This is an optimization exercise on Yosys and OpenROAD, whose aim is small area and a short achievable clock period, not a production implementation. Only simulation tests tie the RTL to the original design; equivalence was not proved. Power figures rest on the tool's default switching activity, not on a simulated workload.

Design bmp_filter, start of the top module:
module bmp_filter
(
  input  logic       dut_if,
  input  logic       reset_ind,
  input  logic       in_valid,
  input  bmp_pkg::word_t      in_data,
  input  bmp_pkg::mode_t      mode,
  input  logic [7:0] proc_val,
  output logic       out_valid,
  output bmp_pkg::word_t      out_data,
  output logic       frame_done
);
  logic [4:0]  s;
  logic [29:0] cnt;       
  logic        lastf;     
  logic        thr;       
  logic        bri;       
  logic [9:0]  pv;        
  logic [31:0] h, t;
  logic        hv, tv;
  logic        h_pix, h_k0, h_k1, h_last;
  logic        t_pix, t_k0, t_k1, t_last;
  logic        cr;        
  logic        out_last;
  logic pix, s0, s1, s01, last;
  assign pix  = s[4];
  assign s0   = (s == 5'd0);
  assign s1   = (s == 5'd1);
  assign s01  = (s[4:1] == 4'd0);          
  assign last = lastf && !s01;
  always_ff @(posedge dut_if) begin
    if (in_valid && s0) begin
      thr <= (mode == bmp_pkg::MODE_THRESHOLD);
      bri <= (mode == bmp_pkg::MODE_BRIGHTNESS);
      pv  <= {2'b00, proc_val};
    end else if (in_valid && s1 && thr) begin
      pv  <= ~(10'({pv[7:0], 1'b0}) + 10'(pv[7:0]) + 10'd2);
    end
  end
  logic        dec;
  logic [29:0] cnt_dec;
  always_comb begin
    logic [5:0] bz;
    logic       z;
    bz[0] = 1'b1;
    for (int k = 1; k < 6; k++) bz[k] = bz[k-1] && (cnt[6*(k-1) +: 6] == 6'd0);
    for (int k = 0; k < 5; k++) begin
      z = bz[k];
      for (int i = 0; i < 6; i++) begin
        cnt_dec[6*k+i] = cnt[6*k+i] ^ (dec && z);
        z = z && !cnt[6*k+i];
      end
    end
  end
  always_ff @(posedge dut_if) begin
    dec <= in_valid && !s01;
    cnt[13:0]  <= s0 ? {in_data[7:0], in_data[15:10]} : cnt_dec[13:0];
    cnt[29:14] <= s1 ? {in_data[23:16], in_data[31:24]} : cnt_dec[29:14];
    if (in_valid) lastf <= !s01 && (cnt[29:3] == 27'd0) && (cnt[2:0] == {2'b10, dec});
    if (reset_ind) begin
      s <= 5'd0;
    end else if (in_valid) begin
      if (last)                    s <= 5'd0;
  ...
Size in the first run: ~910 cells after synthesis, ~160 flip-flops.
Settings: LEC_CHECK=0, ABC_CLOCK_PERIOD_IN_PS=2500, CAP_MARGIN=20, CORE_MARGIN=2, CORE_UTILIZATION=40, CTS_BUF_LIST=sky130_fd_sc_hd__clkbuf_4 sky130_fd_sc_hd__clkbuf_8, GPL_TIMING_DRIVEN=0, PLACE_DENSITY=0.75, SLEW_MARGIN=20; clock period 10.0 ns.
standard.sh (not shown) runs the stock make flow with config.mk's settings and CLKGATE_MAP_FILE= SYNTH_SCRIPT=/design/flow/synth_recipe.tcl, a recipe that flattens the netlist after the stock synthesis.
==> flow/flow/run.sh <==
#!/bin/bash
# Standard ORFS layout with two changes: ports are buffered with the
# smallest buffer (the resizer still upsizes where timing needs it), and
# repair_timing aims for 7 ns of setup slack, so that the achieved period
# is pushed well below the 10 ns clock.
set -euo pipefail
bash standard.sh 'BUFFER_PORTS_ARGS=-buffer_cell sky130_fd_sc_hd__buf_1' SETUP_SLACK_MARGIN=7 finish > standard_flow.log 2>&1
==> next run, changes <==
==> flow/flow/run.sh (replaced) <==
#!/bin/bash
# Standard ORFS layout with three changes: ports are buffered with the
# smallest buffer (the resizer still upsizes where timing needs it), clock
# tree synthesis adds no dummy loads, and repair_timing aims for 7 ns of
# setup slack, so that the achieved period is pushed well below the 10 ns
# clock.
set -euo pipefail
bash standard.sh 'BUFFER_PORTS_ARGS=-buffer_cell sky130_fd_sc_hd__buf_1' \
  'CTS_ARGS=-sink_clustering_enable -repair_clock_nets -dont_use_dummy_load -buf_list {sky130_fd_sc_hd__clkbuf_4 sky130_fd_sc_hd__clkbuf_8}' \
  SETUP_SLACK_MARGIN=7 finish > standard_flow.log 2>&1
Settings changed: CTS_BUF_LIST sky130_fd_sc_hd__clkbuf_4 sky130_fd_sc_hd__clkbuf_8 to not set.
Final area fell by 0.85%.
Die area is unchanged.
Worst setup slack degrades by 0.019 ns.
Worst hold slack hardly moves.
Synthesized cell count does not change.
Synthesized area does not change.
Via count shrinks by 0.58%.
First-iteration DRC count climbs by 0.51%.
Non-clock buffer count went up by 4.
==> next run, changes <==
Settings changed: PLACE_DENSITY 0.75 to not set.
Result: Core utilization is lower by 0.32 points; worst hold slack is about the same; clock skew hardly moves; cell area is lower by 0.69%; total power is lower by 1.2%; routed wire length is lower by 0.62%; fmax is higher by 2.0%; combinational power is lower by about 3%; synthesized cell count does not change; via count is lower by 2.1%.

what the ideal ports hide:
Ports are ideal in the flow. The routed layouts listed here were re-timed in OpenROAD.
Step 1 sets driving cells, clkbuf_16 on the clock port and buf_2 on the other inputs (assumed; they add their load-dependent delay and slew).
Step 2 times the ports against the registers' clock, not the clock port: input delays grow and output delays shrink by t, the midpoint of the rising clock arrivals with the driver on.
Three values: ideal, step 1, step 2; two values: the first two.
run | t, ns | setup WS [ns] | worst hold slack (ns) | worst setup path after step 2 | clock arrival spread, ns
the first run | 0.494 | 6.996 / 6.996 / 6.658 | 0.354 / 0.354 / 0.354 | input to register | 0.016 / 0.016
the second run | 0.477 | 6.977 / 6.977 / 6.668 | 0.353 / 0.353 / 0.353 | input to register | 0.034 / 0.033
the third run | 0.478 | 7.036 / 7.028 / 6.657 | 0.352 / 0.352 / 0.352 | input to register | 0.041 / 0.042
After both steps setup and hold are still met in every run listed. For the third run, which loses most, drivers alone change the setup slack by -0.008 ns; drivers and shift together by -0.379 ns.
